Background: an optimization exercise with open tools, aiming at small area and a short achievable clock period. Do not read the settings as production practice.
No functional check of the RTL was part of any run shown here.
Power and IR drop assume default switching activity.

==> design/flow/design.v <==
package poker_pkg;
    localparam int NUM_RANKS   = 13;
    localparam int NUM_SUITS   = 4;
    localparam int HOLE_CARDS  = 2;
    localparam int BOARD_CARDS = 5;
    localparam int RUN_LEN     = 5;
    localparam logic [3:0] CARD_MIN = 4'd2;
    localparam logic [3:0] CARD_MAX = 4'd14;
    localparam logic [4:0] CAT_ROYAL          = 5'd31;
    localparam logic [4:0] CAT_STRAIGHT_FLUSH = 5'd30;
    localparam logic [4:0] CAT_FOUR           = 5'd29;
    localparam logic [4:0] CAT_FULL_HOUSE     = 5'd28;
    localparam logic [4:0] CAT_FLUSH          = 5'd27;
    localparam logic [4:0] CAT_STRAIGHT       = 5'd26;
    localparam logic [4:0] CAT_THREE          = 5'd25;
    localparam logic [4:0] CAT_TWO_PAIR       = 5'd24;
    localparam logic [4:0] CAT_HIGH           = 5'd0;
    localparam logic [4:0] PAIR_BASE          = 5'd10;   
    localparam logic [3:0] HC_ROYAL          = 4'd0;
    localparam logic [3:0] HC_STRAIGHT_FLUSH = 4'd1;
    localparam logic [3:0] HC_FOUR           = 4'd2;
    localparam logic [3:0] HC_FULL_HOUSE     = 4'd3;
    localparam logic [3:0] HC_FLUSH          = 4'd4;
    localparam logic [3:0] HC_STRAIGHT       = 4'd5;
    localparam logic [3:0] HC_THREE          = 4'd6;
    localparam logic [3:0] HC_TWO_PAIR       = 4'd7;
    localparam logic [3:0] HC_PAIR           = 4'd8;
    localparam logic [3:0] HC_HIGH           = 4'd9;
endpackage
`timescale 1ns/1ns
module poker_eval_top (
    input  logic        clk,
    input  logic        rst_n,
    input  logic        in_valid,
    input  logic [11:0] hole_cards,
    input  logic [29:0] board_cards,
    output logic        out_valid,
    output logic [17:0] score
);
    function automatic logic [3:0] ge4of7(input logic [6:0] x);
        logic a1, a2, a3, a4, b1, b2, b3;
        a1 = |x[3:0];
        a2 = (x[0] | x[1]) & (x[2] | x[3]) | (x[0] & x[1]) | (x[2] & x[3]);
        a3 = (x[0] & x[1]) & (x[2] | x[3]) | (x[2] & x[3]) & (x[0] | x[1]);
        a4 = &x[3:0];
        b1 = |x[6:4];
        b2 = (x[4] & x[5]) | (x[6] & (x[4] | x[5]));
        b3 = &x[6:4];
        ge4of7 = {a4 | (a3 & b1) | (a2 & b2) | (a1 & b3),
                  a3 | b3 | (a2 & b1) | (a1 & b2),
                  a2 | b2 | (a1 & b1),
                  a1 | b1};
    endfunction
    function automatic logic [2:0] ge7of7(input logic [6:0] x);
        logic a2, a3, a4, b1, b2, b3;
        a2 = (x[0] | x[1]) & (x[2] | x[3]) | (x[0] & x[1]) | (x[2] & x[3]);
        a3 = (x[0] & x[1]) & (x[2] | x[3]) | (x[2] & x[3]) & (x[0] | x[1]);
        a4 = &x[3:0];
        b1 = |x[6:4];
        b2 = (x[4] & x[5]) | (x[6] & (x[4] | x[5]));
        b3 = &x[6:4];
        ge7of7 = {a4 & b3, (a4 & b2) | (a3 & b3), (a4 & b1) | (a3 & b2) | (a2 & b3)};
    endfunction
    logic [41:0] cards;
    logic [6:0]  sh [4];                 
    logic [3:0]  fsuit;                  
    logic [3:0]  six, sev;               
    logic        flush_d, clr1_d, clr2_d;
    logic [27:0] nums_d;                 
    assign cards = {board_cards, hole_cards};
    always_comb begin
        for (int s = 0; s < 4; s++) begin
            logic [2:0] c;
            for (int i = 0; i < 7; i++) sh[s][i] = (cards[6*i +: 2] == 2'(s));
            c = ge7of7(sh[s]);
            fsuit[s] = c[0];
            six[s]   = c[1];
            sev[s]   = c[2];
        end
        flush_d = |fsuit;
        clr1_d  = !flush_d || |six;
        clr2_d  = !flush_d || |sev;
        for (int i = 0; i < 7; i++)
            nums_d[4*i +: 4] = (!flush_d || |(fsuit & {sh[3][i], sh[2][i], sh[1][i], sh[0][i]}))
                               ? cards[6*i+2 +: 4] : 4'd0;
    end
    logic [27:0] nums;
    logic        flush, clr1, clr2;
    logic        s1_valid;
    always_ff @(posedge clk) begin
        nums  <= nums_d;
        flush <= flush_d;
        clr1  <= clr1_d;
        clr2  <= clr2_d;
    end
    always_ff @(posedge clk or negedge rst_n) begin
        if (!rst_n) s1_valid <= 1'b0;
        else        s1_valid <= in_valid;
    end
    logic [12:0] m, pr, tr, qd, sg;     
    always_comb begin
        for (int k = 0; k < 13; k++) begin
            logic [6:0] x;
            logic [3:0] c;
            for (int i = 0; i < 7; i++) x[i] = (nums[4*i +: 4] == 4'(k + 2));
            c = ge4of7(x);
            m[k]  = c[0];
            sg[k] = c[0] & ~c[1];
            pr[k] = c[1] & ~c[2];
            tr[k] = c[2] & ~c[3];
            qd[k] = c[3];
        end
    end
    function automatic logic [12:0] top1(input logic [12:0] x);
        logic [12:0] t;
        for (int r = 0; r < 13; r++) t[r] = x[r] && !(|(x >> (r + 1)));
        top1 = t;
    endfunction
    function automatic logic [12:0] top2(input logic [12:0] x);
        logic [12:0] t;
        logic [12:0] one;
        for (int r = 0; r < 13; r++) one[r] = |(x >> (r + 1));
        for (int r = 0; r < 13; r++) t[r] = x[r] && one[r] && !(|((x & one) >> (r + 1)));
        top2 = t;
    endfunction
    function automatic logic [12:0] top3(input logic [12:0] x);
        logic [12:0] t;
        logic [12:0] one, two;
        for (int r = 0; r < 13; r++) one[r] = |(x >> (r + 1));
        for (int r = 0; r < 13; r++) two[r] = |((x & one) >> (r + 1));
        for (int r = 0; r < 13; r++) t[r] = x[r] && two[r] && !(|((x & two) >> (r + 1)));
        top3 = t;
    endfunction
    function automatic logic [3:0] enc(input logic [12:0] x);
        logic [3:0] e;
        e = '0;
        for (int r = 0; r < 13; r++) if (x[r]) e = e | 4'(r + 1);
        enc = e;
    endfunction
    logic [8:0]  win;
    logic        wheel, run_found;
    logic [12:0] run_low;
    always_comb begin
        for (int lo = 0; lo < 9; lo++) win[lo] = &m[lo +: 5];
        wheel     = &{m[12], m[3:0]};
        run_found = |win | wheel;
        run_low   = top1({4'b0, win});
    end
    logic [12:0] top5;
    always_comb begin
        logic [12:0] any_b, two_b;
        for (int k = 0; k < 13; k++) any_b[k] = |(m & ((13'd1 << k) - 13'd1));
        for (int k = 0; k < 13; k++) two_b[k] = |(m & any_b & ((13'd1 << k) - 13'd1));
        for (int k = 0; k < 13; k++)
            top5[k] = m[k] && !(clr1 && !any_b[k]) && !(clr2 && any_b[k] && !two_b[k]);
    end
    logic        any_q, any_t, any_p, two_t, two_p;
    logic [12:0] t1, p1, p2, p3, kmask, k1, k2, k3, fh2, tp3;
    logic [3:0]  a_dec, b_dec, c_dec, d_dec;
    logic        is_four, is_fh, is_three, is_tp, is_pair;
    always_comb begin
        any_q = |qd;
        any_t = |tr;
        any_p = |pr;
        t1    = top1(tr);
        p1    = top1(pr);
        p2    = top2(pr);
        p3    = top3(pr);
        two_t = |(tr & ~t1);
        two_p = |(pr & ~p1);
        kmask = any_q ? (m & ~qd) : sg;
        k1    = top1(kmask);
        k2    = top2(kmask);
        k3    = top3(kmask);
        fh2   = top1((tr & ~t1) | pr);
        tp3   = top1(sg | p3);
        is_four  = any_q;
        is_fh    = any_t && (two_t || any_p);
        is_three = any_t;
        is_tp    = two_p;
        is_pair  = any_p;
        a_dec = any_q ? enc(qd) : (any_t ? enc(t1) : enc(p1));
        if (is_four)      b_dec = enc(k1);
        else if (is_fh)   b_dec = enc(fh2);
        else if (is_three)b_dec = enc(k1);
        else if (is_tp)   b_dec = enc(p2);
        else              b_dec = enc(k1);
        c_dec = (is_tp && !is_three) ? enc(tp3) : enc(k2);
        d_dec = enc(k3);
    end
    logic [4:0]  cat_d;
    logic [12:0] tb_d;
    always_comb begin
        if (flush) begin
            if (win[8])          begin cat_d = 5'd31; tb_d = '0; end
            else if (run_found)  begin cat_d = 5'd30; tb_d = run_low; end
            else                 begin cat_d = 5'd27; tb_d = top5; end
        end
        else if (is_four)        begin cat_d = 5'd29; tb_d = {a_dec, b_dec, 5'd0}; end
        else if (is_fh)          begin cat_d = 5'd28; tb_d = {a_dec, b_dec, 5'd0}; end
        else if (run_found)      begin cat_d = 5'd26; tb_d = run_low; end
        else if (is_three)       begin cat_d = 5'd25; tb_d = {a_dec, b_dec, c_dec, 1'b0}; end
        else if (is_tp)          begin cat_d = 5'd24; tb_d = {a_dec, b_dec, c_dec, 1'b0}; end
        else if (is_pair)        begin cat_d = 5'd10 + {1'b0, a_dec}; tb_d = {b_dec, c_dec, d_dec, 1'b0}; end
        else                     begin cat_d = 5'd0;  tb_d = top5; end
    end
    always_ff @(posedge clk or negedge rst_n) begin
        if (!rst_n) begin
            score     <= '0;
            out_valid <= 1'b0;
        end else begin
            out_valid <= s1_valid;
            if (s1_valid) score <= {cat_d, tb_d};
        end
    end
endmodule
==> design/flow/run.sh <==
#!/bin/bash
# synth_recipe.tcl (not shown) runs the flow's synth.tcl, then flattens the netlist and writes it again
# the make line also repeats each setting of config.mk as NAME=value (left out here)
make -C /OpenROAD-flow-scripts/flow DESIGN_CONFIG=/design/flow/config.mk WORK_HOME=/design/flow/orfs CLKGATE_MAP_FILE= SYNTH_SCRIPT=/design/flow/synth_recipe.tcl finish
==> design/flow/config.mk <==
export PLATFORM = sky130hd
export DESIGN_NAME = poker_eval_top
export DESIGN_NICKNAME = poker_eval_top
export VERILOG_FILES = /design/flow/design.v
export SDC_FILE = /design/flow/constraint.sdc
export NUM_CORES = 4
export LEC_CHECK = 0
export ABC_AREA = 1
export CAP_MARGIN = 20
export CORE_MARGIN = 2
export CORE_UTILIZATION = 40
export SLEW_MARGIN = 20
==> design/flow/constraint.sdc <==
create_clock -name core_clock -period 10.0 [get_ports {clk}]
set_input_delay 2.0000 -clock core_clock [delete_from_list [all_inputs] [get_ports {clk}]]
set_output_delay 2.0000 -clock core_clock [all_outputs]
set_load 0.01 [all_outputs]
==> out/metrics.cfg, run 1 <==
[clock_tree]
cts_resized = 0
clk_path_buf_depth = 2
cts_tree = built
htree_levels = 2
cts_hold_buf = 0
cts_root_buf = clkbuf_16
cts_setup_buffers = 0
clk_pin_slew_ns = 0.07
clkLatencyLatePin_ns = 0.30
clkSinkCount = 51
numCtsBuffers = 5

[placement]
place_congestion = 1.03
port_buffers = 63
dp_hpwl_mm = 31.3
dpl_worst_slack_ns = 4.77
placed_cells = 2359

[grt]
first_global_vias = 11300
use_met1 = 0.400
grt_busiest_layer = met2
antenna_found_initial = 0
met3_usage = 0.0427
overflow = 0
gr-usage-met2 = 0.461
grt_usage = 0.292
grt_pass1_wl_mm = 57.0
grt_max_degree = 29

[logic_synthesis]
syn_area_mm2 = 0.00954
syn_area_per_cell_um2 = 4.80
synth_cell_types = 53
synth_top_flop_cell = dfxtp_1
netlist_instances = 1989
yosysTopAreaCellShare = 0.288
synth_area_leaders = nand2_1 (29%), nor2_1 (15%), inv_1 (11%), nand3_1 (9.4%), dfxtp_1 (6.5%)
synth_edf_count = 0
syn_nets = 2035
yosysSeqAreaShare = 0.117
yosys.area.top_type = nand2_1
synth_warnings = 2
ys_async_sr_fraction = 0.392
ys_ff_latch = 51

[power]
power.share.switching = 0.518
peakVddDrop_uv = 63.4
pwr-share-seq = 0.203
leakage_nw = 6.35
power.switching_mw = 0.707
p_int_mw = 0.656
power_density_mw_per_mm2 = 128
clock_power_share = 0.145
p_comb_frac = 0.652

[detailed_routing]
drc = 0
post_drt_wl_per_cell_um = 15.2
first_pass_iters = 6
drt_iter0_drc = 1071
ant_nets = 0
via_count = 12400
routed_wl_mm = 36.1
vias_per_cell = 5.24

[floorplanning]
die_width_um = 158
initial_utilization = 0.407
die_h_um = 158
row_count = 56
core_mm2 = 0.0235
io_pins = 64
dieArea_mm2 = 0.0251

[critical_path]
crit_required_ns = 10.16
critPathCaptureType = register
startpoint = board_cards[7]
r2r-start = nums[18]
critPathArrivalTime_ns = 5.01
critPathKind = in2reg
rr_worst_depth = 27
cp_max_fo = 10
start_kind = primary input
rrSetupSlack_ns = 5.43
r2r-end = score[10]
critPathCapture = nums[5]

[sta]
rsz0062_at_grt = no
period_needed_ns = 4.85
hold_viol_final = 0
fin_crit_sh = 0.485
whs_ns = 0.485
fmax_mhz = 206
slew-limit-headroom = 0.393
worst_pin_slew_ns = 0.910
finalSetupViolations = 0
fin_worst_skew_ns = 0.00831
slew_viol_final = 0
setup_ws_ns = 5.15
tns_ns = 0

[final_layout]
nFillCells = 2782
diodes = 0
fin_cells = 2367
drive_gt1_frac = 0.0576
final_core_util = 0.455
nNetsFinal = 2093
syn2layout_area_growth_pct = 11.9

[min_path]
hold_depth = 2
hold_class = reg2reg

[status]
status = complete, no violations

[run]
max-cap-violations = 0

-- synthesized netlist by cell type, types with 4 or more instances --
library cell and number:
a31oi_1 4, o31ai_1 4, nor3_1 18, nand4_1 31, a21oi_1 48, clkinv_1 5, o21ai_0 52, nand3_1 179
inv_2 31, nand2_1 732, clkbuf_1 6, o211ai_1 17, a221oi_1 8, dfrtp_1 20, nor4_1 10, nor2_4 11
nor2_1 374, inv_1 288, a211oi_1 6, o21ai_1 8, nor2_2 30, nand2_2 23, dfxtp_1 31
-- placed cells by master, fill, tap and decap left out, types with 3 or more instances in the layout --
cell type and n:
a211oi_1 6, a21oi_1 48, a221oi_1 8, a22o_1 3
a22oi_1 3, a31oi_1 4, clkbuf_16 5, clkdlybuf4s50_1 63
clkinv_1 5, dfrtp_1 20, dfxtp_1 31, inv_1 288
inv_2 31, nand2_1 732, nand2_2 23, nand3_1 179
nand3_2 3, nand3_4 3, nand4_1 31, nor2_1 374
nor2_2 30, nor2_4 11, nor3_1 18, nor3b_1 3
nor4_1 10, o211ai_1 17, o21ai_0 52, o21ai_1 8
o22a_1 3, o31ai_1 4
-- how the worst min path moves through the flow --
stage	slack, ns	endpoint	from
finish	0.49	score[0]	score[0]
global route	0.51	score[1]	score[1]
CTS	0.49	score[0]	score[0]
detailed placement	0.47	score[0]	score[0]
global placement	0.47	score[1]	score[1]
floorplan	0.41	out_valid	s1_valid
-- flip-flops by register name, summed over array words and instances (netlist names) --
signal	count
clr1	1
score	18
flush	1
s1_valid	1
clr2	1
out_valid	1
nums	28
-- logic make-up after synthesis --
group	Yosys count	share of synthesized area
simple gates	1429	0.637
buf+inv	336	0.134
compound gates	172	0.111
flops	51	0.117
fa+ha+maj	1	0.00131
-- through the flow --
stage / total power [mW] / area (um^2)
finish: 1.36 / 10700
detailed placement: 1.15 / 10500
CTS: 1.35 / 10700
global route: 1.48 / 10700
floorplan: 0.855 / 9540
global placement: 1.15 / 10500
-- layout make-up --
class / instances / area, um^2 / share of cell area
clock inverters: 3 / 43.8 / 0.00410
clock buffers: 5 / 125 / 0.0117
repair buffers: 63 / 631 / 0.0591
inverters: 324 / 1220 / 0.114
flip-flops and latches: 51 / 1120 / 0.105
well taps: 319 / 399 / 0.0374
multi-input cells: 1602 / 7140 / 0.669
-- metal layers --
| metal | vias up | share of wire |
|---|---|---|
| met4 | 0 | 0.036 |
| met5 | - | 0 |
| met3 | 60 | 0.078 |
| li1 | 6354 | - |
| met1 | 5515 | 0.46 |
| met2 | 482 | 0.43 |
-- power by group through the flow --
stage / clock network (mW) / registers (mW) / logic (mW)
2_1_floorplan: 0 / 0.291 / 0.563
6_report: 0.198 / 0.276 / 0.889
3_5_place_dp: 0 / 0.281 / 0.867
4_1_cts: 0.202 / 0.276 / 0.871
5_1_grt: 0.210 / 0.282 / 0.992
3_3_place_gp: 0 / 0.280 / 0.866
-- critical path, cell delays in order --
cell             delay, ns
clkdlybuf4s50_1       0.55
nand2_1               0.13
nor4_1                0.51
o21ai_0               0.16
nand3_1               0.28
or4_1                 0.39
o211ai_1              0.14
a221oi_1              0.74
nor2_1                0.09
==> inputs of run 2 (changes only) <==
==> design/flow/flow/run.sh (new file) <==
#!/bin/bash
# Standard layout, with fast port buffers and timing repair aimed below the clock period.
set -euo pipefail
export BUFFER_PORTS_ARGS="-buffer_cell sky130_fd_sc_hd__buf_2"
export SETUP_SLACK_MARGIN=6
bash standard.sh > standard.log 2>&1
==> design/flow/standard.sh (new file) <==
#!/bin/bash
# synth_recipe.tcl (not shown) runs the flow's synth.tcl, then flattens the netlist and writes it again
# the make line also repeats each setting of config.mk as NAME=value (left out here)
make -C /OpenROAD-flow-scripts/flow DESIGN_CONFIG=/design/flow/config.mk WORK_HOME=/design/flow/orfs CLKGATE_MAP_FILE= SYNTH_SCRIPT=/design/flow/synth_recipe.tcl "${@:-finish}"
removed: design/flow/run.sh
==> run 2 against run 1 <==
Against the previous run: still clean; fmax rose by 25%; global-route usage rose by 0.63 points; wire length rose by 6.8%; largest power group unchanged; critical endpoint is now nums[8].
==> out/metrics.cfg, run 2 <==
[clock_tree]
cts_tree = built  ; unchanged
clk_pin_slew_ns = 0.07  ; about the same
htree_levels = 2  ; unchanged
numCtsBuffers = 5  ; unchanged
clkLatencyLatePin_ns = 0.31  ; was 0.30 ns
cts_root_buf = clkbuf_16  ; unchanged
clk_path_buf_depth = 2  ; unchanged
clkSinkCount = 51  ; unchanged

[status]
status = complete, no violations  ; unchanged

[critical_path]
critPathArrivalTime_ns = 4.14  ; was 5.01 ns
crit_required_ns = 10.24  ; was 10.16 ns
slowest_stage = or4_4  ; was a221oi_1
cp_max_fo = 10  ; unchanged
cpPeakStageDelay_ns = 0.65  ; was 0.74 ns
start_kind = primary input  ; unchanged
path_cells = buf_2, nand2_1, inv_1, o21ai_0, nor2_1, nand2_1, nand3_4, or4_4, o21ai_0, a211oi_2, buf_4, nor2_1  ; was clkdlybuf4s50_1, nand2_1, nor4_1, o21ai_0, nand3_1, or4_1, o211ai_1, a221oi_1, nor2_1
critPathKind = in2reg  ; unchanged
critPathCaptureType = register  ; unchanged

[detailed_routing]
drt_iter0_drc = 1168  ; was 1071
first_pass_iters = 5  ; was 6
route.met2.wl_mm = 17.6  ; was 15.5 mm
routed_wl_mm = 38.5  ; was 36.1 mm
top_layer = met4  ; unchanged
drc = 0  ; unchanged
drt-met1-wl_mm = 17.0  ; was 16.5 mm
wl_met3_mm = 2.90  ; was 2.82 mm
vias_per_cell = 5.37  ; was 5.24
via_count = 12900  ; was 12400
post_drt_wl_per_cell_um = 16.1  ; was 15.2 um
ant_nets = 0  ; unchanged

[floorplanning]
dieArea_mm2 = 0.0251  ; unchanged
core_mm2 = 0.0235  ; unchanged
io_pins = 64  ; unchanged
initial_utilization = 0.407  ; unchanged
die_h_um = 158  ; unchanged
die_width_um = 158  ; unchanged
row_count = 56  ; unchanged

[sta]
finalSetupViolations = 0  ; unchanged
whs_ns = 0.484  ; was 0.485 ns
period_needed_ns = 3.89  ; was 4.85 ns
rsz0062_at_grt = yes  ; was no
hold_viol_final = 0  ; unchanged
slew-limit-headroom = 0.479  ; was 0.393
fin_worst_skew_ns = 0.00636  ; was 0.00831 ns
fmax_mhz = 257  ; was 206 MHz
tns_ns = 0  ; unchanged
fin_crit_sh = 0.389  ; was 0.485
slew_viol_final = 0  ; unchanged
worst_pin_slew_ns = 0.776  ; was 0.910 ns

[final_layout]
largest_reg_flops = 28  ; unchanged
drive_gt1_frac = 0.206  ; was 0.0576
syn2layout_area_growth_pct = 21.7  ; was 11.9%
final_core_util = 0.495  ; was 0.455
largest_register = nums  ; unchanged
top_regs = nums: 28 flops, score: 18 flops  ; unchanged
mostFrequentLayoutCells = nand2_1 (664), nor2_1 (311), inv_1 (277), nand3_1 (154), nand2_2 (81)  ; was nand2_1 (732), nor2_1 (374), inv_1 (288), nand3_1 (179), clkdlybuf4s50_1 (63)
nNetsFinal = 2127  ; was 2093
diodes = 0  ; unchanged
final_common_cell = nand2_1  ; unchanged

[logic_synthesis]
ys_ff_latch = 51  ; unchanged
ys_async_sr_fraction = 0.392  ; unchanged
synthTopCellsByCount = nand2_1 (732), nor2_1 (374), inv_1 (288), nand3_1 (179), o21ai_0 (52)  ; unchanged
yosys.area.top_type = nand2_1  ; unchanged
synth_edf_count = 0  ; unchanged
syn_nets = 2035  ; unchanged
synth_area_leaders = nand2_1 (29%), nor2_1 (15%), inv_1 (11%), nand3_1 (9.4%), dfxtp_1 (6.5%)  ; unchanged
netlist_instances = 1989  ; unchanged
yosysTopAreaCellShare = 0.288  ; unchanged
yosysSeqAreaShare = 0.117  ; unchanged
synth_warnings = 2  ; unchanged
synth_top_flop_cell = dfxtp_1  ; unchanged
syn_area_per_cell_um2 = 4.80  ; unchanged
synth_cell_types = 53  ; unchanged
synth_most_common_cell = nand2_1  ; unchanged
syn_area_mm2 = 0.00954  ; unchanged

[power]
power_mw = 1.41  ; was 1.36 mW
leakage_nw = 6.79  ; was 6.35 nW
peakVddDrop_uv = 68.2  ; was 63.4 uV
power_density_mw_per_mm2 = 122  ; was 128 mW/mm^2

[placement]
port_buffers = 63  ; unchanged
place_congestion = 1.03  ; about the same
dp_hpwl_mm = 31.8  ; was 31.3 mm

[grt]
antenna_found_initial = 0  ; unchanged
grt_pass1_wl_mm = 58.2  ; was 57.0 mm
first_global_vias = 11300  ; about the same
overflow = 0  ; unchanged
grt_max_degree = 29  ; unchanged
grt_usage = 0.298  ; was 0.292

[min_path]
hold_class = reg2reg  ; unchanged

[run]
max-cap-violations = 0  ; unchanged

[run 2: timing repair]
item / CTS / global route
setup endpoints to repair: 43 / 46
gates cloned: 0 / 2
pin swaps: 2 / 50
setup buffers: 4 / 28
hold buffers: 0 / 0
resized for setup: 28 / 271
[run 2: worst paths after layout]
| path | from | end | slack [ns] | depth (start not counted) |
|---|---|---|---|---|
| max in group asynchronous | rst_n | score[3] | 8.03 | 1 |
| min in group asynchronous | rst_n | score[16] | 1.63 | 1 |
| hold reg to reg | score[1] | score[1] | 0.48 | 2 |
| hold / removal | score[1] | score[1] | 0.48 | 2 |
| setup reg to reg | nums[13] | score[6] | 6.20 | 24 |
| setup / recovery | hole_cards[1] | nums[8] | 6.11 | 12 |
[run 2: routing by layer]
metal  vias up  global-route usage
met4         0              0.0974
li1       6433                   -
met5         -                   0
met3        68              0.0395
met2       515               0.490
met1      5866               0.402
[run 2: stage by stage]
step	instances	instance area, um^2	setup WS (ns)
finish	2401	11600	6.11
global route	2401	11600	5.94
CTS	2371	10500	5.94
detailed placement	2359	10200	5.18
global placement	2359	10200	5.27
floorplan	1989	9540	6.10
[run 2: power breakdown]
group | switching, mW | internal [mW]
Combinational | 0.647 | 0.301
Sequential | 0.0347 | 0.246
Clock | 0.0900 | 0.0946
Total | 0.771 | 0.642
[run 2: layout make-up]
class | instances | area (um^2)
timing repair buffer | 95 | 579
tap | 319 | 399
clock inverter | 3 | 22.5
multi-input combinational | 1604 | 8080
fill | 2571 | 11900
sequential | 51 | 1190
clock buffer | 5 | 125
inverter | 324 | 1220
[run 2: cell families (layout without fill, tap and decap cells)]
kind of cell / after synthesis / count (layout) / share of synthesized area
adders and majority gates: 1 / 1 / 0.00131
buffers and inverters: 336 / 427 / 0.134
AOI/OAI and AO/OA: 172 / 172 / 0.111
DFF: 51 / 51 / 0.117
and+or+nand+nor: 1429 / 1431 / 0.637
[run 2: worst max-delay path, delay by kind of cell]
kind | cells | cell delay, ns
AO/OA/AOI/OAI | 3 | 0.46
AND/OR/NAND/NOR | 6 | 1.26
buffers and inverters | 3 | 0.41
==> inputs of run 3 (changes only) <==
==> design/flow/flow/run.sh (replaced) <==
#!/bin/bash
# Standard layout, with fast port buffers and timing repair aimed below the clock period.
set -euo pipefail
export BUFFER_PORTS_ARGS="-buffer_cell sky130_fd_sc_hd__buf_2"
export SETUP_SLACK_MARGIN=7
bash standard.sh > standard.log 2>&1
==> run 3 against run 2 <==
Against the previous run: still clean on timing, DRC and antenna; critical path depth grew 20; cell count grew 6.6%; clock power is 5% lower; non-clock buffer count up 157; setup slack improved by 0.13 ns; utilization up 14 points; total power increased by 20%; first-iteration DRC count up 3.8%; count of clock-buffer cells in the layout increased by 1; sequential cell count did not move; fmax rose by 3.5%; synthesized area stayed put; critical path type is now reg2reg; largest power group unchanged.
==> out/metrics.cfg, run 3 <==
[clock_tree]
numCtsBuffers = 5  ; unchanged
clk_pin_slew_ns = 0.07  ; about the same
cts_root_buf = clkbuf_16  ; unchanged
clkSinkCount = 51  ; unchanged
clk_path_buf_depth = 2  ; unchanged
htree_levels = 2  ; unchanged
cts_tree = built  ; unchanged
cts_hold_buf = 0  ; unchanged
clkLatencyLatePin_ns = 0.31  ; about the same

[grt]
first_global_vias = 12900  ; was 11300
antenna_found_initial = 0  ; unchanged
grt_max_degree = 21  ; was 29
grt_pass1_wl_mm = 64.8  ; was 58.2 mm
grt_usage = 0.330  ; was 0.298
overflow = 0  ; unchanged

[logic_synthesis]
syn_nets = 2035  ; unchanged
ys_async_sr_fraction = 0.392  ; unchanged
synth_top_flop_cell = dfxtp_1  ; unchanged
syn_area_per_cell_um2 = 4.80  ; unchanged
yosys.area.top_type = nand2_1  ; unchanged
synth_edf_count = 0  ; unchanged
yosysSeqAreaShare = 0.117  ; unchanged
yosysTopAreaCellShare = 0.288  ; unchanged
netlist_instances = 1989  ; unchanged
synth_area_leaders = nand2_1 (29%), nor2_1 (15%), inv_1 (11%), nand3_1 (9.4%), dfxtp_1 (6.5%)  ; unchanged
synthTopCellsByCount = nand2_1 (732), nor2_1 (374), inv_1 (288), nand3_1 (179), o21ai_0 (52)  ; unchanged
ys_ff_latch = 51  ; unchanged
syn_area_mm2 = 0.00954  ; unchanged
synth_most_common_cell = nand2_1  ; unchanged
synth_cell_types = 53  ; unchanged
synth_warnings = 2  ; unchanged

[detailed_routing]
via_count = 14000  ; was 12900
routed_wl_mm = 43.6  ; was 38.5 mm
drc = 0  ; unchanged
post_drt_wl_per_cell_um = 17.0  ; was 16.1 um
drt_iter0_drc = 1212  ; was 1168
vias_per_cell = 5.48  ; was 5.37
ant_nets = 0  ; unchanged
first_pass_iters = 6  ; was 5

[final_layout]
diodes = 0  ; unchanged
nNetsFinal = 2285  ; was 2127
syn2layout_area_growth_pct = 56.0  ; was 21.7%
mostFrequentLayoutCells = nand2_1 (502), inv_1 (241), nor2_1 (217), nand2_2 (196), buf_4 (157)  ; was nand2_1 (664), nor2_1 (311), inv_1 (277), nand3_1 (154), nand2_2 (81)
multi_input_area_mm2 = 0.00988  ; was 0.00808 mm^2
fin_area_mm2 = 0.0149  ; was 0.0116 mm^2
seq_area_mm2 = 0.00121  ; was 0.00119 mm^2
final_common_cell = nand2_1  ; unchanged
largest_register = nums  ; unchanged
top_regs = nums: 28 flops, score: 18 flops  ; unchanged
drive_gt1_frac = 0.432  ; was 0.206
largest_reg_flops = 28  ; unchanged
nFillCells = 2217  ; was 2571

[power]
power_mw = 1.69  ; was 1.41 mW
peakVddDrop_uv = 68.4  ; was 68.2 uV
power.switching_mw = 0.901  ; was 0.771 mW
leakage_nw = 8.19  ; was 6.79 nW
power_density_mw_per_mm2 = 114  ; was 122 mW/mm^2
p_int_mw = 0.791  ; was 0.642 mW
power.share.switching = 0.533  ; was 0.546
pwr-share-seq = 0.167  ; was 0.199
p_comb_frac = 0.729  ; was 0.671
clock_power_share = 0.104  ; was 0.131

[placement]
placed_area_mm2 = 0.0104  ; was 0.0102 mm^2
dp_hpwl_mm = 31.6  ; was 31.8 mm
place_congestion = 1.07  ; was 1.03
port_buffers = 63  ; unchanged

[floorplanning]
dieArea_mm2 = 0.0251  ; unchanged
initial_utilization = 0.407  ; unchanged
core_mm2 = 0.0235  ; unchanged
io_pins = 64  ; unchanged
die_width_um = 158  ; unchanged
die_h_um = 158  ; unchanged
row_count = 56  ; unchanged

[min_path]
hold_class = reg2reg  ; unchanged
hold_depth = 2  ; unchanged

[sta]
rsz0062_at_grt = yes  ; unchanged
whs_ns = 0.493  ; was 0.484 ns
fin_worst_skew_ns = 0.00853  ; was 0.00636 ns
slew_viol_final = 0  ; unchanged
fmax_mhz = 266  ; was 257 MHz
worst_pin_slew_ns = 0.981  ; was 0.776 ns
slew-limit-headroom = 0.338  ; was 0.479
period_needed_ns = 3.76  ; was 3.89 ns
tns_ns = 0  ; unchanged
fin_crit_sh = 0.376  ; was 0.389
finalSetupViolations = 0  ; unchanged
hold_viol_final = 0  ; unchanged

[critical_path]
slowest_stage = dfxtp_4  ; was or4_4
cp_common_cell = nand2_1
critPathCaptureType = register  ; unchanged
critPathArrivalTime_ns = 4.00  ; was 4.14 ns
rr_worst_depth = 32  ; was 24
cpPeakStageDelay_ns = 0.38  ; was 0.65 ns
start_kind = register  ; was primary input
critPathKind = reg2reg  ; was in2reg
crit_required_ns = 10.24  ; about the same
cp_max_fo = 8  ; was 10

[run]
max-cap-violations = 0  ; unchanged

[status]
status = complete, no violations  ; unchanged

-- run 3: changes by cell type in the layout (fill, tap and decap cells not counted), moves of 36 or more --
cell / change
nand2_1: -162
buf_4: +129
nand2_2: +115
nor2_1: -94
nor2_4: +56
nand2_4: +48
nand3_1: -44
nor2_2: +38
inv_1: -36
-- run 3: power by group through the flow --
stage               clock network (mW)  registers [mW]  logic [mW]
floorplan                            0           0.292       0.570
global placement                     0           0.279       0.831
detailed placement                   0           0.280       0.831
CTS                              0.181           0.281        1.02
global route                     0.188           0.288        1.33
finish                           0.176           0.283        1.23
-- run 3: final timing paths --
kind / start / endpoint / slack, ns
min in group asynchronous: rst_n / score[16] / 1.62
max in group asynchronous: rst_n / score[0] / 8.06
hold / removal: score[13] / score[13] / 0.49
hold reg to reg: score[13] / score[13] / 0.49
setup reg to reg: nums[1] / score[5] / 6.24
setup / recovery: nums[1] / score[5] / 6.24
-- run 3: through the flow --
step	utilization	setup WS, ns	cells
finish	0.634	6.24	2559
detailed placement	0.443	5.69	2359
CTS	0.558	6.50	2494
floorplan	-	6.44	1989
global route	0.634	6.05	2559
global placement	0.443	5.71	2359
-- run 3: cell families (layout without fill, tap and decap cells) --
logic type | after synthesis | after routing | synth area share
AOI/OAI and AO/OA | 172 | 172 | 0.111
and+or+nand+nor | 1429 | 1432 | 0.637
DFF | 51 | 51 | 0.117
adders and majority gates | 1 | 1 | 0.00131
buffers and inverters | 336 | 584 | 0.134
-- run 3: critical path, delay by kind of cell, from the launching register on --
family	cells	cell delay, ns
AOI/OAI and AO/OA	1	0.14
buffers and inverters	7	0.79
DFF	1	0.38
and+or+nand+nor	24	2.39
-- run 3: final cells by class --
cell class / count / area share
clock buffers: 6 / 0.00866
clock inverters: 2 / 0.000841
well taps: 319 / 0.0268
flip-flops and latches: 51 / 0.0812
repair buffers: 252 / 0.133
multi-input cells: 1605 / 0.664
inverters: 324 / 0.0857
-- run 3: layer usage --
metal  vias to the layer above  GRT usage  wire, um
met2                       676      0.562     20300
met4                         0      0.157      2470
met5                         -          0         0
met3                       181     0.0444      3640
met1                      6430      0.412     17300
li1                       6747          -         -
-- run 3: repair_timing --
action | in CTS | in global routing
setup endpoints to repair | 49 | 49
cloned | 3 | 1
resized for setup | 497 | 357
setup buffers | 124 | 64
pin swaps | 121 | 144
==> inputs of run 4 (changes only) <==
--- a/design/flow/design.v
+++ b/design/flow/design.v
@@ -62,13 +62,16 @@
         ge7of7 = {a4 & b3, (a4 & b2) | (a3 & b3), (a4 & b1) | (a3 & b2) | (a2 & b3)};
     endfunction
     logic [41:0] cards;
+    logic [12:0] dh [7];                 
     logic [6:0]  sh [4];                 
-    logic [3:0]  fsuit;                  
-    logic [3:0]  six, sev;               
+    logic [3:0]  fsuit, six, sev;        
+    logic [6:0]  inf;                    
     logic        flush_d, clr1_d, clr2_d;
-    logic [27:0] nums_d;                 
+    logic [12:0] m_d, c0_d, c1_d, c2_d;
     assign cards = {board_cards, hole_cards};
     always_comb begin
+        for (int i = 0; i < 7; i++)
+            for (int k = 0; k < 13; k++) dh[i][k] = (cards[6*i+2 +: 4] == 4'(k + 2));
         for (int s = 0; s < 4; s++) begin
             logic [2:0] c;
             for (int i = 0; i < 7; i++) sh[s][i] = (cards[6*i +: 2] == 2'(s));
@@ -81,14 +84,29 @@
         clr1_d  = !flush_d || |six;
         clr2_d  = !flush_d || |sev;
         for (int i = 0; i < 7; i++)
-            nums_d[4*i +: 4] = (!flush_d || |(fsuit & {sh[3][i], sh[2][i], sh[1][i], sh[0][i]}))
-                               ? cards[6*i+2 +: 4] : 4'd0;
-    end
-    logic [27:0] nums;
+            inf[i] = |(fsuit & {sh[3][i], sh[2][i], sh[1][i], sh[0][i]});
+        for (int k = 0; k < 13; k++) begin
+            logic [1:0] a, b, c;
+            logic       fm;
+            a = 2'(dh[0][k]) + 2'(dh[1][k]) + 2'(dh[2][k]);
+            b = 2'(dh[3][k]) + 2'(dh[4][k]) + 2'(dh[5][k]);
+            c = 2'(a[0]) + 2'(b[0]) + 2'(dh[6][k]);
+            c0_d[k] = c[0];
+            c1_d[k] = a[1] | b[1] | c[1];
+            c2_d[k] = (a[1] & b[1]) | (a[1] & c[1]) | (b[1] & c[1]);
+            fm = 1'b0;
+            for (int i = 0; i < 7; i++) fm = fm | (dh[i][k] & inf[i]);
+            m_d[k] = flush_d ? fm : (c[0] | c1_d[k]);
+        end
+    end
+    logic [12:0] m, c0, c1, c2;
     logic        flush, clr1, clr2;
     logic        s1_valid;
     always_ff @(posedge clk) begin
-        nums  <= nums_d;
+        m     <= m_d;
+        c0    <= c0_d;
+        c1    <= c1_d;
+        c2    <= c2_d;
         flush <= flush_d;
         clr1  <= clr1_d;
         clr2  <= clr2_d;
@@ -97,39 +115,25 @@
         if (!rst_n) s1_valid <= 1'b0;
         else        s1_valid <= in_valid;
     end
-    logic [12:0] m, pr, tr, qd, sg;     
-    always_comb begin
-        for (int k = 0; k < 13; k++) begin
-            logic [6:0] x;
-            logic [3:0] c;
-            for (int i = 0; i < 7; i++) x[i] = (nums[4*i +: 4] == 4'(k + 2));
-            c = ge4of7(x);
-            m[k]  = c[0];
-            sg[k] = c[0] & ~c[1];
-            pr[k] = c[1] & ~c[2];
-            tr[k] = c[2] & ~c[3];
-            qd[k] = c[3];
-        end
-    end
+    logic [12:0] sg, pr, tr, qd;        
+    assign sg = c0 & ~c1;
+    assign pr = c1 & ~c0 & ~c2;
+    assign tr = c0 & c1;
+    assign qd = c2;
     function automatic logic [12:0] top1(input logic [12:0] x);
         logic [12:0] t;
         for (int r = 0; r < 13; r++) t[r] = x[r] && !(|(x >> (r + 1)));
         top1 = t;
     endfunction
-    function automatic logic [12:0] top2(input logic [12:0] x);
-        logic [12:0] t;
-        logic [12:0] one;
-        for (int r = 0; r < 13; r++) one[r] = |(x >> (r + 1));
-        for (int r = 0; r < 13; r++) t[r] = x[r] && one[r] && !(|((x & one) >> (r + 1)));
-        top2 = t;
-    endfunction
-    function automatic logic [12:0] top3(input logic [12:0] x);
-        logic [12:0] t;
-        logic [12:0] one, two;
+    function automatic logic [38:0] top3(input logic [12:0] x);
+        logic [12:0] one, two, thr, t1, t2, t3;
         for (int r = 0; r < 13; r++) one[r] = |(x >> (r + 1));
         for (int r = 0; r < 13; r++) two[r] = |((x & one) >> (r + 1));
-        for (int r = 0; r < 13; r++) t[r] = x[r] && two[r] && !(|((x & two) >> (r + 1)));
-        top3 = t;
+        for (int r = 0; r < 13; r++) thr[r] = |((x & two) >> (r + 1));
+        t1 = x & ~one;
+        t2 = x & one & ~two;
+        t3 = x & two & ~thr;
+        top3 = {t3, t2, t1};
     endfunction
     function automatic logic [3:0] enc(input logic [12:0] x);
         logic [3:0] e;
@@ -154,39 +158,31 @@
         for (int k = 0; k < 13; k++)
             top5[k] = m[k] && !(clr1 && !any_b[k]) && !(clr2 && any_b[k] && !two_b[k]);
     end
-    logic        any_q, any_t, any_p, two_t, two_p;
-    logic [12:0] t1, p1, p2, p3, kmask, k1, k2, k3, fh2, tp3;
+    logic        any_q, any_t, any_p, any_z;
+    logic [12:0] x, x1, z, y, y1, c_oh, d_oh;
     logic [3:0]  a_dec, b_dec, c_dec, d_dec;
     logic        is_four, is_fh, is_three, is_tp, is_pair;
     always_comb begin
         any_q = |qd;
         any_t = |tr;
         any_p = |pr;
-        t1    = top1(tr);
-        p1    = top1(pr);
-        p2    = top2(pr);
-        p3    = top3(pr);
-        two_t = |(tr & ~t1);
-        two_p = |(pr & ~p1);
-        kmask = any_q ? (m & ~qd) : sg;
-        k1    = top1(kmask);
-        k2    = top2(kmask);
-        k3    = top3(kmask);
-        fh2   = top1((tr & ~t1) | pr);
-        tp3   = top1(sg | p3);
+        x     = any_q ? qd : (any_t ? tr : pr);
+        x1    = top1(x);
+        z     = (tr | pr) & ~x1;
+        any_z = |z;
+        y     = (any_z && !any_q) ? z : (m & ~x1);
+        y1    = top1(y);
+        c_oh  = top1(m & ~x1 & ~y1);
+        d_oh  = top1(m & ~x1 & ~y1 & ~c_oh);
         is_four  = any_q;
-        is_fh    = any_t && (two_t || any_p);
+        is_fh    = any_t && any_z;
         is_three = any_t;
-        is_tp    = two_p;
+        is_tp    = any_z;
         is_pair  = any_p;
-        a_dec = any_q ? enc(qd) : (any_t ? enc(t1) : enc(p1));
-        if (is_four)      b_dec = enc(k1);
-        else if (is_fh)   b_dec = enc(fh2);
-        else if (is_three)b_dec = enc(k1);
-        else if (is_tp)   b_dec = enc(p2);
-        else              b_dec = enc(k1);
-        c_dec = (is_tp && !is_three) ? enc(tp3) : enc(k2);
-        d_dec = enc(k3);
+        a_dec = enc(x1);
+        b_dec = enc(y1);
+        c_dec = enc(c_oh);
+        d_dec = enc(d_oh);
     end
     logic [4:0]  cat_d;
     logic [12:0] tb_d;
==> design/flow/run.sh (new file) <==
#!/bin/bash
# synth_recipe.tcl (not shown) runs the flow's synth.tcl, then flattens the netlist and writes it again
# the make line also repeats each setting of config.mk as NAME=value (left out here)
make -C /OpenROAD-flow-scripts/flow DESIGN_CONFIG=/design/flow/config.mk WORK_HOME=/design/flow/orfs CLKGATE_MAP_FILE= SYNTH_SCRIPT=/design/flow/synth_recipe.tcl finish
removed: design/flow/flow/run.sh
removed: design/flow/standard.sh
==> run 4 against run 3 <==
Against the previous run: setup slack worse by 1.2 ns; combinational power is 16% lower; fmax is 23% lower; via count is 33% lower; sequential power is 47% higher; wire length is 34% lower; still clean on timing, DRC and antenna; sequential share of layout area is 8.4 points higher; die area is 10% lower; largest power group unchanged; critical path type unchanged; total power is 3.6% higher; cell count is 30% lower; synthesized area is 11% lower.
==> out/metrics.cfg, run 4 <==
[logic_synthesis]
synth_warnings = 3  ; was 2
synth_cell_types = 52  ; was 53
yosysTopAreaCellShare = 0.185  ; was 0.288
synth_adder_area_share = 0.0931  ; was 0.00131
synthXorXnorAreaFrac = 0  ; unchanged
synth_compound_area_frac = 0.155  ; was 0.111
synth_top_family_by_area = simple AND/OR/NAND/NOR gates  ; unchanged
synth-simple-area-share = 0.446  ; was 0.637
synthTopCellsByCount = nand2_1 (419), inv_1 (218), nor2_1 (204), nand3_1 (103), o21ai_0 (62)  ; was nand2_1 (732), nor2_1 (374), inv_1 (288), nand3_1 (179), o21ai_0 (52)
yosys.area.top_type = nand2_1  ; unchanged
synth_edf_count = 0  ; unchanged
ys_ff_latch = 75  ; was 51
syn_area_per_cell_um2 = 5.84  ; was 4.80 um^2
netlist_instances = 1458  ; was 1989
syn_nets = 1543  ; was 2035
yosysSeqAreaShare = 0.188  ; was 0.117
synth.area.mux_share = 0  ; unchanged
syn_area_mm2 = 0.00852  ; was 0.00954 mm^2
synth_area_leaders = nand2_1 (18%), dfxtp_1 (13%), inv_1 (9.6%), fa_1 (9.2%), nor2_1 (9.0%)  ; was nand2_1 (29%), nor2_1 (15%), inv_1 (11%), nand3_1 (9.4%), dfxtp_1 (6.5%)
ys_async_sr_fraction = 0.267  ; was 0.392
synth_most_common_cell = nand2_1  ; unchanged
synth_top_flop_cell = dfxtp_1  ; unchanged

[clock_tree]
cts_tree = built  ; unchanged
htree_levels = 3  ; was 2
clkLatencyLatePin_ns = 0.33  ; was 0.31 ns
cts_setup_buffers = 0  ; was 124
numCtsBuffers = 9  ; was 5
cts_hold_buf = 0  ; unchanged
clk_pin_slew_ns = 0.07  ; about the same
cts_root_buf = clkbuf_16  ; unchanged
clk_path_buf_depth = 2  ; unchanged
clkSinkCount = 75  ; was 51
cts_resized = 0  ; was 497

[detailed_routing]
drc = 0  ; unchanged
first_pass_iters = 8  ; was 6
drt_iter0_drc = 780  ; was 1212
post_drt_wl_per_cell_um = 16.0  ; was 17.0 um
routed_wl_mm = 28.7  ; was 43.6 mm
via_count = 9440  ; was 14000
vias_per_cell = 5.28  ; was 5.48
ant_nets = 0  ; unchanged

[sta]
fmax_mhz = 204  ; was 266 MHz
whs_ns = 0.481  ; was 0.493 ns
hold_viol_final = 0  ; unchanged
period_needed_ns = 4.91  ; was 3.76 ns
slew_viol_final = 0  ; unchanged
rsz0062_at_grt = no  ; was yes
tns_ns = 0  ; unchanged
worst_pin_slew_ns = 0.881  ; was 0.981 ns
fin_crit_sh = 0.491  ; was 0.376
finalSetupViolations = 0  ; unchanged
slew-limit-headroom = 0.411  ; was 0.338
fin_worst_skew_ns = 0.00800  ; was 0.00853 ns

[final_layout]
nFillCells = 2275  ; was 2217
multi_input_area_mm2 = 0.00592  ; was 0.00988 mm^2
largest_reg_flops = 18  ; was 28
nNetsFinal = 1593  ; was 2285
fin_cells = 1789  ; was 2559
final_core_util = 0.461  ; was 0.634
final_common_cell = nand2_1  ; unchanged
drive_gt1_frac = 0.0588  ; was 0.432
mostFrequentLayoutCells = nand2_1 (419), inv_1 (218), nor2_1 (204), nand3_1 (103), clkdlybuf4s50_1 (63)  ; was nand2_1 (502), inv_1 (241), nor2_1 (217), nand2_2 (196), buf_4 (157)
syn2layout_area_growth_pct = 13.5  ; was 56.0%
seq_area_mm2 = 0.00160  ; was 0.00121 mm^2
largest_register = score  ; was nums

[floorplanning]
initial_utilization = 0.406  ; was 0.407
io_pins = 64  ; unchanged
die_h_um = 150  ; was 158 um
die_width_um = 150  ; was 158 um
core_mm2 = 0.0210  ; was 0.0235 mm^2
dieArea_mm2 = 0.0225  ; was 0.0251 mm^2
row_count = 53  ; was 56

[placement]
place_congestion = 1.02  ; was 1.07
dp_hpwl_mm = 23.9  ; was 31.6 mm
port_buffers = 63  ; unchanged
placed_cells = 1772  ; was 2359

[grt]
grt_usage = 0.261  ; was 0.330
overflow = 0  ; unchanged
grt_max_degree = 31  ; was 21
antenna_found_initial = 0  ; unchanged
first_global_vias = 9034  ; was 12900
grt_pass1_wl_mm = 46.3  ; was 64.8 mm

[power]
power_density_mw_per_mm2 = 181  ; was 114 mW/mm^2
power_mw = 1.75  ; was 1.69 mW
leakage_nw = 4.71  ; was 8.19 nW
peakVddDrop_uv = 79.7  ; was 68.4 uV

[critical_path]
cp_common_cell = nand2_1  ; unchanged
r2r-start = c2[10]  ; was nums[1]
rr_worst_depth = 35  ; was 32
critPathCaptureType = register  ; unchanged
critPathArrivalTime_ns = 5.19  ; was 4.00 ns
cpPeakStageDelay_ns = 0.45  ; was 0.38 ns
cp_max_fo = 30  ; was 8
start_kind = register  ; unchanged
critPathKind = reg2reg  ; unchanged
slowest_stage = inv_2  ; was dfxtp_4
r2r-end = score[2]  ; was score[5]
crit_required_ns = 10.28  ; was 10.24 ns
rrSetupSlack_ns = 5.09  ; was 6.24 ns

[min_path]
hold_class = reg2reg  ; unchanged
min_from = score[3]  ; was score[13]
hold_depth = 2  ; unchanged
whs_endpoint = score[3]  ; was score[13]

[status]
status = complete, no violations  ; unchanged

[run]
max-cap-violations = 0  ; unchanged

## run 4: cell types whose count changed after synthesis, sizes merged, moves of 7 or more
| cell | previous run | this run |
|---|---|---|
| nor3 | 20 | 41 |
| a21oi | 49 | 58 |
| o22ai | 1 | 45 |
| o21bai | 0 | 10 |
| nor2 | 417 | 219 |
| nand3b | 2 | 9 |
| o211ai | 17 | 6 |
| fa | 0 | 39 |
| nand2 | 756 | 449 |
| nand3 | 185 | 110 |
| dfxtp | 31 | 55 |
| nand4 | 31 | 7 |
| clkbuf | 6 | 18 |
| inv | 319 | 226 |
## run 4: how the worst max path moves through the flow
stage | from | to | slack [ns] | depth (start not counted)
after floorplan | hole_cards[6] | m[0] | 6.04 | 15
after global placement | hole_cards[7] | m[6] | 5.03 | 10
after detailed placement | board_cards[0] | m[10] | 4.88 | 12
after CTS | c2[10] | score[3] | 5.10 | 36
after global routing | c1[9] | score[3] | 4.45 | 36
final | c2[10] | score[2] | 5.09 | 35
## run 4: report_power, final
group | internal [mW] | switching, mW | total [mW]
Sequential | 0.359 | 0.0562 | 0.415
Combinational | 0.350 | 0.676 | 1.03
Clock | 0.173 | 0.139 | 0.312
Total | 0.881 | 0.871 | 1.75
## run 4: worst max-delay path, delay by kind of cell, from the launching register on
kind / cells / cell delay [ns]
flip-flops: 1 / 0.35
buffers and inverters: 2 / 0.55
AND/OR/NAND/NOR: 33 / 3.92
## run 4: logic make-up after synthesis
group,count (synthesis)
AOI/OAI and AO/OA,222
adders and majority gates,40
buffers and inverters,257
DFF,75
and+or+nand+nor,864
## run 4: layer usage
layer  up-vias  global-route usage  wire length [um]
li1       4794                   -                 -
met1      4219               0.340             12700
met2       364               0.430             13000
met3        63              0.0421              1850
met4         0               0.105              1070
met5         -                   0                 0
## run 4: metrics by stage
stage	setup slack, ns	cell area, um^2
after global routing	4.45	9670
after floorplan	6.04	8520
final	5.09	9670
after detailed placement	4.88	9380
after global placement	5.03	9380
after CTS	5.10	9670
## run 4: cell type report
class,instances,share of cell area
Multi-Input combinational cell,1126,0.612
Sequential cell,75,0.166
Inverter,229,0.0889
Timing Repair Buffer,67,0.0683
Tap cell,275,0.0356
Clock buffer,9,0.0233
Clock inverter,7,0.00595
Antenna cell,1,0.000259
==> inputs of run 5 (changes only) <==
==> design/flow/flow/run.sh (new file) <==
#!/bin/bash
# Standard layout, with fast port buffers and timing repair aimed below the clock period.
set -euo pipefail
export BUFFER_PORTS_ARGS="-buffer_cell sky130_fd_sc_hd__buf_2"
export SETUP_SLACK_MARGIN=6
bash standard.sh > standard.log 2>&1
==> design/flow/standard.sh (new file) <==
#!/bin/bash
# synth_recipe.tcl (not shown) runs the flow's synth.tcl, then flattens the netlist and writes it again
# the make line also repeats each setting of config.mk as NAME=value (left out here)
make -C /OpenROAD-flow-scripts/flow DESIGN_CONFIG=/design/flow/config.mk WORK_HOME=/design/flow/orfs CLKGATE_MAP_FILE= SYNTH_SCRIPT=/design/flow/synth_recipe.tcl "${@:-finish}"
removed: design/flow/run.sh
==> run 5 against run 4 <==
Against the previous run: sequential power grew 1%; total power up 12%; die area unchanged; design area grew 11%; critical endpoint unchanged; largest power group unchanged; highest routed layer unchanged.
==> out/metrics.cfg, run 5 <==
[clock_tree]
clkLatencyLatePin_ns = 0.35  ; was 0.33 ns
cts_hold_buf = 0  ; unchanged
cts_root_buf = clkbuf_16  ; unchanged
numCtsBuffers = 9  ; unchanged
clkSinkCount = 75  ; unchanged
clk_pin_slew_ns = 0.06  ; was 0.07 ns
cts_tree = built  ; unchanged
clk_path_buf_depth = 2  ; unchanged
htree_levels = 3  ; unchanged

[placement]
port_buffers = 63  ; unchanged
dpl_worst_slack_ns = 5.07  ; was 4.88 ns
place_congestion = 1.03  ; was 1.02
dp_hpwl_mm = 24.3  ; was 23.9 mm
placed_cells = 1772  ; unchanged
placed_area_mm2 = 0.00907  ; was 0.00938 mm^2

[final_layout]
largest_register = score  ; unchanged
nFillCells = 2224  ; was 2275
drive_gt1_frac = 0.246  ; was 0.0588
final_common_cell = nand2_1  ; unchanged
mostFrequentLayoutCells = nand2_1 (369), inv_1 (200), nor2_1 (181), nand3_1 (89), buf_4 (71)  ; was nand2_1 (419), inv_1 (218), nor2_1 (204), nand3_1 (103), clkdlybuf4s50_1 (63)
syn2layout_area_growth_pct = 26.4  ; was 13.5%
nNetsFinal = 1675  ; was 1593
fin_area_mm2 = 0.0108  ; was 0.00967 mm^2
final_core_util = 0.514  ; was 0.461
fin_cells = 1870  ; was 1789
largest_reg_flops = 18  ; unchanged
diodes = 0  ; was 1

[sta]
fin_crit_sh = 0.414  ; was 0.491
finalSetupViolations = 0  ; unchanged
hold_viol_final = 0  ; unchanged
fin_worst_skew_ns = 0.0139  ; was 0.00800 ns
slew_viol_final = 0  ; unchanged
tns_ns = 0  ; unchanged
setup_ws_ns = 5.86  ; was 5.09 ns
rsz0062_at_grt = yes  ; was no
period_needed_ns = 4.14  ; was 4.91 ns
fmax_mhz = 241  ; was 204 MHz
whs_ns = 0.478  ; was 0.481 ns
worst_pin_slew_ns = 0.749  ; was 0.881 ns
slew-limit-headroom = 0.499  ; was 0.411

[floorplanning]
die_h_um = 150  ; unchanged
row_count = 53  ; unchanged
io_pins = 64  ; unchanged
initial_utilization = 0.406  ; unchanged
core_mm2 = 0.0210  ; unchanged
die_width_um = 150  ; unchanged
dieArea_mm2 = 0.0225  ; unchanged

[logic_synthesis]
ys_ff_latch = 75  ; unchanged
syn_nets = 1543  ; unchanged
synth_edf_count = 0  ; unchanged
netlist_instances = 1458  ; unchanged
synth_warnings = 3  ; unchanged
synth_cell_types = 52  ; unchanged
yosys.area.top_type = nand2_1  ; unchanged
ys_async_sr_fraction = 0.267  ; unchanged
synth_top_flop_cell = dfxtp_1  ; unchanged
syn_area_per_cell_um2 = 5.84  ; unchanged
synth_area_leaders = nand2_1 (18%), dfxtp_1 (13%), inv_1 (9.6%), fa_1 (9.2%), nor2_1 (9.0%)  ; unchanged
yosysTopAreaCellShare = 0.185  ; unchanged
yosysSeqAreaShare = 0.188  ; unchanged
synthTopCellsByCount = nand2_1 (419), inv_1 (218), nor2_1 (204), nand3_1 (103), o21ai_0 (62)  ; unchanged
syn_area_mm2 = 0.00852  ; unchanged
synth_most_common_cell = nand2_1  ; unchanged

[critical_path]
cp_max_fo = 8  ; was 30
r2r-start = c1[3]  ; was c2[10]
cp_common_cell = nand2_2  ; was nand2_1
critPathKind = reg2reg  ; unchanged
start_kind = register  ; unchanged
crit_buf_inv = 3  ; was 2
rr_worst_depth = 37  ; was 35
cpPeakStageDelay_ns = 0.33  ; was 0.45 ns
r2r-end = score[2]  ; unchanged
cp_top_family = simple AND/OR/NAND/NOR gates  ; unchanged
critPathArrivalTime_ns = 4.42  ; was 5.19 ns
slowest_stage = dfxtp_2  ; was inv_2
critPathCaptureType = register  ; unchanged
crit_required_ns = 10.28  ; about the same
rrSetupSlack_ns = 5.86  ; was 5.09 ns

[detailed_routing]
wl_met3_mm = 2.12  ; was 1.85 mm
drt-met1-wl_mm = 13.2  ; was 12.7 mm
route.met2.wl_mm = 14.6  ; was 13.0 mm
vias_per_cell = 5.43  ; was 5.28
first_pass_iters = 6  ; was 8
drc = 0  ; unchanged
routed_wl_mm = 31.6  ; was 28.7 mm
ant_nets = 0  ; unchanged
via_count = 10200  ; was 9440
post_drt_wl_per_cell_um = 16.9  ; was 16.0 um
drt_iter0_drc = 709  ; was 780
top_layer = met4  ; unchanged

[grt]
first_global_vias = 9340  ; was 9034
antenna_found_initial = 0  ; unchanged
grt_max_degree = 21  ; was 31
grt_pass1_wl_mm = 47.8  ; was 46.3 mm
grt_usage = 0.272  ; was 0.261
overflow = 0  ; unchanged

[power]
leakage_nw = 5.29  ; was 4.71 nW
power_density_mw_per_mm2 = 183  ; was 181 mW/mm^2
peakVddDrop_uv = 83.6  ; was 79.7 uV
power_mw = 1.97  ; was 1.75 mW

[status]
status = complete, no violations  ; unchanged

[run]
max-cap-violations = 0  ; unchanged

[min_path]
whs_endpoint = score[9]  ; was score[3]
hold_depth = 2  ; unchanged
min_from = score[9]  ; was score[3]
hold_class = reg2reg  ; unchanged

-- run 5: how the worst max path moves through the flow --
stage              startpoint  endpoint  slack, ns  depth (start not counted)
3_5_place_dp   board_cards[0]     m[10]       5.07                         12
3_3_place_gp   board_cards[0]     m[10]       5.05                         12
2_1_floorplan   hole_cards[6]      m[0]       6.04                         15
4_1_cts                 c2[8]  score[2]       5.95                         37
6_report                c1[3]  score[2]       5.86                         37
5_1_grt                 c1[3]  score[2]       5.55                         35
-- run 5: power by group --
group,internal (mW),switching [mW],leakage [nW]
combinational,0.438,0.790,4.44
sequential,0.361,0.0588,0.698
clock,0.192,0.131,0.147
-- run 5: area by class of cell --
class                           count  area [um^2]  share of cell area
Timing Repair Buffer              141          927              0.0861
Clock inverter                      5         42.5             0.00395
Timing Repair inverter              5         38.8             0.00360
Tap cell                          275          344              0.0320
Multi-Input combinational cell   1129         6640               0.617
Clock buffer                       11          264              0.0245
Inverter                          229          886              0.0823
Sequential cell                    75         1630               0.151
-- run 5: repair_timing --
item,CTS,global route
resized for setup,100,132
endpoints found under the setup margin,24,25
buffers inserted,40,32
pin swaps,36,81
gates cloned,7,3
-- run 5: kinds of logic (layout without fill, tap and decap cells) --
logic type               count (synthesis)  count (layout)  share of synthesized area
adder cells (fa/ha/maj)                 40              40                     0.0931
AO/OA/AOI/OAI                          222             222                      0.155
flip-flops                              75              75                      0.188
AND/OR/NAND/NOR                        864             867                      0.446
buffers and inverters                  257             391                      0.118
-- run 5: worst reg2reg max path, delay by kind of cell (launching register included) --
kind                   cells  cell delay (ns)
buffers and inverters      3             0.40
AND/OR/NAND/NOR           34             3.33
flip-flops                 1             0.33
-- run 5: layer usage --
layer	vias up	global-route usage
met5	-	0
met4	0	0.131
met3	108	0.0363
met2	450	0.455
met1	4624	0.345
li1	4971	-
==> inputs of run 6 (changes only) <==
--- a/design/flow/design.v
+++ b/design/flow/design.v
@@ -67,7 +67,7 @@
     logic [3:0]  fsuit, six, sev;        
     logic [6:0]  inf;                    
     logic        flush_d, clr1_d, clr2_d;
-    logic [12:0] m_d, c0_d, c1_d, c2_d;
+    logic [12:0] c0_d, c1_d, c2_d;
     assign cards = {board_cards, hole_cards};
     always_comb begin
         for (int i = 0; i < 7; i++)
@@ -91,19 +91,17 @@
             a = 2'(dh[0][k]) + 2'(dh[1][k]) + 2'(dh[2][k]);
             b = 2'(dh[3][k]) + 2'(dh[4][k]) + 2'(dh[5][k]);
             c = 2'(a[0]) + 2'(b[0]) + 2'(dh[6][k]);
-            c0_d[k] = c[0];
-            c1_d[k] = a[1] | b[1] | c[1];
-            c2_d[k] = (a[1] & b[1]) | (a[1] & c[1]) | (b[1] & c[1]);
             fm = 1'b0;
             for (int i = 0; i < 7; i++) fm = fm | (dh[i][k] & inf[i]);
-            m_d[k] = flush_d ? fm : (c[0] | c1_d[k]);
-        end
-    end
-    logic [12:0] m, c0, c1, c2;
+            c0_d[k] = flush_d ? fm : c[0];
+            c1_d[k] = !flush_d && (a[1] | b[1] | c[1]);
+            c2_d[k] = !flush_d && ((a[1] & b[1]) | (a[1] & c[1]) | (b[1] & c[1]));
+        end
+    end
+    logic [12:0] c0, c1, c2;
     logic        flush, clr1, clr2;
     logic        s1_valid;
     always_ff @(posedge clk) begin
-        m     <= m_d;
         c0    <= c0_d;
         c1    <= c1_d;
         c2    <= c2_d;
@@ -115,7 +113,8 @@
         if (!rst_n) s1_valid <= 1'b0;
         else        s1_valid <= in_valid;
     end
-    logic [12:0] sg, pr, tr, qd;        
+    logic [12:0] m, sg, pr, tr, qd;     
+    assign m  = c0 | c1;
     assign sg = c0 & ~c1;
     assign pr = c1 & ~c0 & ~c2;
     assign tr = c0 & c1;
==> run 6 against run 5 <==
Against the previous run: count of clock-buffer cells in the layout shrank 1; still clean on timing, DRC and antenna; sequential share of layout area shrank 2.6 points; sequential power shrank about 20%; fmax grew 0.86%; via count shrank 2.1%; synthesized cell count shrank 1.9%; synthesized area shrank 2.5%; first-iteration DRC count shrank 7.1%; design area grew 3.5%; critical path type unchanged; non-clock buffer count grew 17.
==> out/metrics.cfg, run 6 <==
[detailed_routing]
routed_wl_mm = 31.6  ; about the same
vias_per_cell = 5.36  ; was 5.43
drt_iter0_drc = 659  ; was 709
ant_nets = 0  ; unchanged
drc = 0  ; unchanged
post_drt_wl_per_cell_um = 17.0  ; was 16.9 um
via_count = 9940  ; was 10200
first_pass_iters = 6  ; unchanged

[power]
power_density_mw_per_mm2 = 175  ; was 183 mW/mm^2
peakVddDrop_uv = 90.0  ; was 83.6 uV
power_mw = 1.95  ; was 1.97 mW
leakage_nw = 5.37  ; was 5.29 nW

[logic_synthesis]
synth_adder_area_share = 0.105  ; was 0.0931
yosysSeqAreaShare = 0.161  ; was 0.188
syn_area_per_cell_um2 = 5.81  ; was 5.84 um^2
netlist_instances = 1430  ; was 1458
syn_nets = 1515  ; was 1543
yosys.area.top_type = nand2_1  ; unchanged
ys_ff_latch = 62  ; was 75
syn_area_mm2 = 0.00831  ; was 0.00852 mm^2
synth_cell_types = 51  ; was 52
synthXorXnorAreaFrac = 0  ; unchanged
synth_most_common_cell = nand2_1  ; unchanged
synth_top_flop_cell = dfxtp_1  ; unchanged
ys_async_sr_fraction = 0.323  ; was 0.267
synth_area_leaders = nand2_1 (16%), nor2_1 (12%), inv_1 (10%), dfxtp_1 (10%), fa_1 (9.4%)  ; was nand2_1 (18%), dfxtp_1 (13%), inv_1 (9.6%), fa_1 (9.2%), nor2_1 (9.0%)
synth_edf_count = 0  ; unchanged
synth_top_family_by_area = simple AND/OR/NAND/NOR gates  ; unchanged
synth_compound_area_frac = 0.160  ; was 0.155
yosysTopAreaCellShare = 0.159  ; was 0.185
synth.area.mux_share = 0  ; unchanged
synth_warnings = 3  ; unchanged
synthTopCellsByCount = nand2_1 (352), nor2_1 (265), inv_1 (231), nand3_1 (86), o21ai_0 (63)  ; was nand2_1 (419), inv_1 (218), nor2_1 (204), nand3_1 (103), o21ai_0 (62)
synth-simple-area-share = 0.448  ; was 0.446

[floorplanning]
row_count = 52  ; was 53
core_mm2 = 0.0203  ; was 0.0210 mm^2
dieArea_mm2 = 0.0219  ; was 0.0225 mm^2
initial_utilization = 0.409  ; was 0.406
io_pins = 64  ; unchanged
die_h_um = 148  ; was 150 um

[placement]
placed_area_mm2 = 0.00886  ; was 0.00907 mm^2
port_buffers = 63  ; unchanged
dp_hpwl_mm = 24.2  ; was 24.3 mm
dpl_worst_slack_ns = 4.82  ; was 5.07 ns

[grt]
overflow = 0  ; unchanged
grt_max_degree = 25  ; was 21
antenna_found_initial = 0  ; unchanged
grt_usage = 0.274  ; was 0.272
grt_pass1_wl_mm = 47.5  ; was 47.8 mm
first_global_vias = 9163  ; was 9340

[min_path]
hold_depth = 2  ; unchanged
min_from = score[0]  ; was score[9]
whs_endpoint = score[0]  ; was score[9]

[final_layout]
final_core_util = 0.549  ; was 0.514
fin_area_mm2 = 0.0111  ; was 0.0108 mm^2
diodes = 0  ; unchanged
nFillCells = 2104  ; was 2224
drive_gt1_frac = 0.322  ; was 0.246
largest_register = score  ; unchanged
nNetsFinal = 1663  ; was 1675
largest_reg_flops = 18  ; unchanged
seq_area_mm2 = 0.00140  ; was 0.00163 mm^2
mostFrequentLayoutCells = nand2_1 (268), nor2_1 (220), inv_1 (207), nand2_2 (88), buf_4 (86)  ; was nand2_1 (369), inv_1 (200), nor2_1 (181), nand3_1 (89), buf_4 (71)
syn2layout_area_growth_pct = 34.2  ; was 26.4%
multi_input_area_mm2 = 0.00699  ; was 0.00664 mm^2
final_common_cell = nand2_1  ; unchanged

[sta]
fin_worst_skew_ns = 0.00678  ; was 0.0139 ns
period_needed_ns = 4.11  ; was 4.14 ns
fmax_mhz = 244  ; was 241 MHz
slew_viol_final = 0  ; unchanged
hold_viol_final = 0  ; unchanged
worst_pin_slew_ns = 0.713  ; was 0.749 ns
rsz0062_at_grt = yes  ; unchanged
slew-limit-headroom = 0.521  ; was 0.499
setup_ws_ns = 5.89  ; was 5.86 ns
fin_crit_sh = 0.411  ; was 0.414
finalSetupViolations = 0  ; unchanged
tns_ns = 0  ; unchanged

[critical_path]
path_depth = 37  ; unchanged
cp_max_fo = 6  ; was 8
r2r-end = score[2]  ; unchanged
cp_top_family = simple AND/OR/NAND/NOR gates  ; unchanged
crit_required_ns = 10.28  ; about the same
crit_buf_inv = 5  ; was 3
slowest_stage = dfxtp_2  ; unchanged
r2r-start = c1[8]  ; was c1[3]
rrSetupSlack_ns = 5.89  ; was 5.86 ns
critPathCaptureType = register  ; unchanged
critPathKind = reg2reg  ; unchanged
start_kind = register  ; unchanged
critPathArrivalTime_ns = 4.39  ; was 4.42 ns
rr_worst_depth = 37  ; unchanged

[clock_tree]
clkLatencyLatePin_ns = 0.34  ; was 0.35 ns
numCtsBuffers = 9  ; unchanged
clkSinkCount = 62  ; was 75
cts_tree = built  ; unchanged
cts_root_buf = clkbuf_16  ; unchanged
clk_path_buf_depth = 2  ; unchanged
clk_pin_slew_ns = 0.06  ; about the same
htree_levels = 3  ; unchanged

[run]
max-cap-violations = 0  ; unchanged

[status]
status = complete, no violations  ; unchanged

[run 6: cell count changes after synthesis, moves of 7 or more]
| cell | before | now |
|---|---|---|
| nand3_1 | 103 | 86 |
| nor2_1 | 204 | 265 |
| a21oi_1 | 57 | 43 |
| a211oi_1 | 2 | 9 |
| inv_1 | 218 | 231 |
| o221ai_1 | 0 | 18 |
| dfxtp_1 | 55 | 42 |
| a31oi_1 | 7 | 17 |
| maj3_1 | 0 | 8 |
| a221oi_1 | 4 | 12 |
| nand2_1 | 419 | 352 |
| o21bai_1 | 10 | 2 |
| o22ai_1 | 45 | 6 |
[run 6: final cells by class]
type / instances / area share
Tap cell: 270 / 0.0303
Clock buffer: 10 / 0.0214
Multi-Input combinational cell: 1101 / 0.627
Sequential cell: 62 / 0.125
Timing Repair inverter: 3 / 0.00191
Inverter: 243 / 0.0838
Clock inverter: 6 / 0.00606
Timing Repair Buffer: 158 / 0.104
[run 6: stage by stage]
| stage | hold WS (ns) | instances |
|---|---|---|
| 2_1_floorplan | 0.386 | 1430 |
| 3_3_place_gp | 0.461 | 1741 |
| 3_5_place_dp | 0.462 | 1741 |
| 4_1_cts | 0.479 | 1796 |
| 5_1_grt | 0.497 | 1853 |
| 6_report | 0.473 | 1853 |
[run 6: worst register-to-register path: cells and delay by family, from the launching register on]
family,cells,cell delay (ns)
and+or+nand+nor,32,3.10
buffers and inverters,5,0.63
DFF,1,0.33
[run 6: metal layers]
metal | track usage | vias to the layer above | share of wire
li1 | - | 4900 | -
met1 | 0.335 | 4587 | 0.41
met2 | 0.488 | 355 | 0.50
met3 | 0.0276 | 98 | 0.047
met4 | 0.123 | 0 | 0.043
met5 | 0 | - | 0
[run 6: report_power, final]
group / total, mW / internal, mW / switching (mW) / leakage (nW)
registers: 0.337 / 0.299 / 0.0389 / 0.600
logic: 1.29 / 0.461 / 0.830 / 4.62
clock network: 0.318 / 0.201 / 0.118 / 0.153
total: 1.95 / 0.960 / 0.986 / 5.37
[run 6: worst max-delay path by stage]
stage	start	endpoint	slack, ns
2_1_floorplan	board_cards[0]	c0[10]	6.07
3_3_place_gp	board_cards[0]	c0[11]	4.90
3_5_place_dp	board_cards[0]	c0[11]	4.82
4_1_cts	c0[0]	score[3]	5.96
5_1_grt	c1[4]	score[1]	5.64
6_report	c1[8]	score[2]	5.89
[run 6: kinds of logic (layout without fill, tap and decap cells)]
group | after synthesis | count (layout)
AO/OA/AOI/OAI | 210 | 210
adder cells (fa/ha/maj) | 48 | 48
buffers and inverters | 269 | 420
flip-flops | 62 | 62
AND/OR/NAND/NOR | 841 | 843
[run 6: timing repair]
action / CTS / global route
pin swaps: 31 / 124
hold buffers: 0 / 0
cloned: 4 / 2
resized for setup: 93 / 294
setup endpoints to repair: 54 / 54
buffers inserted: 35 / 55
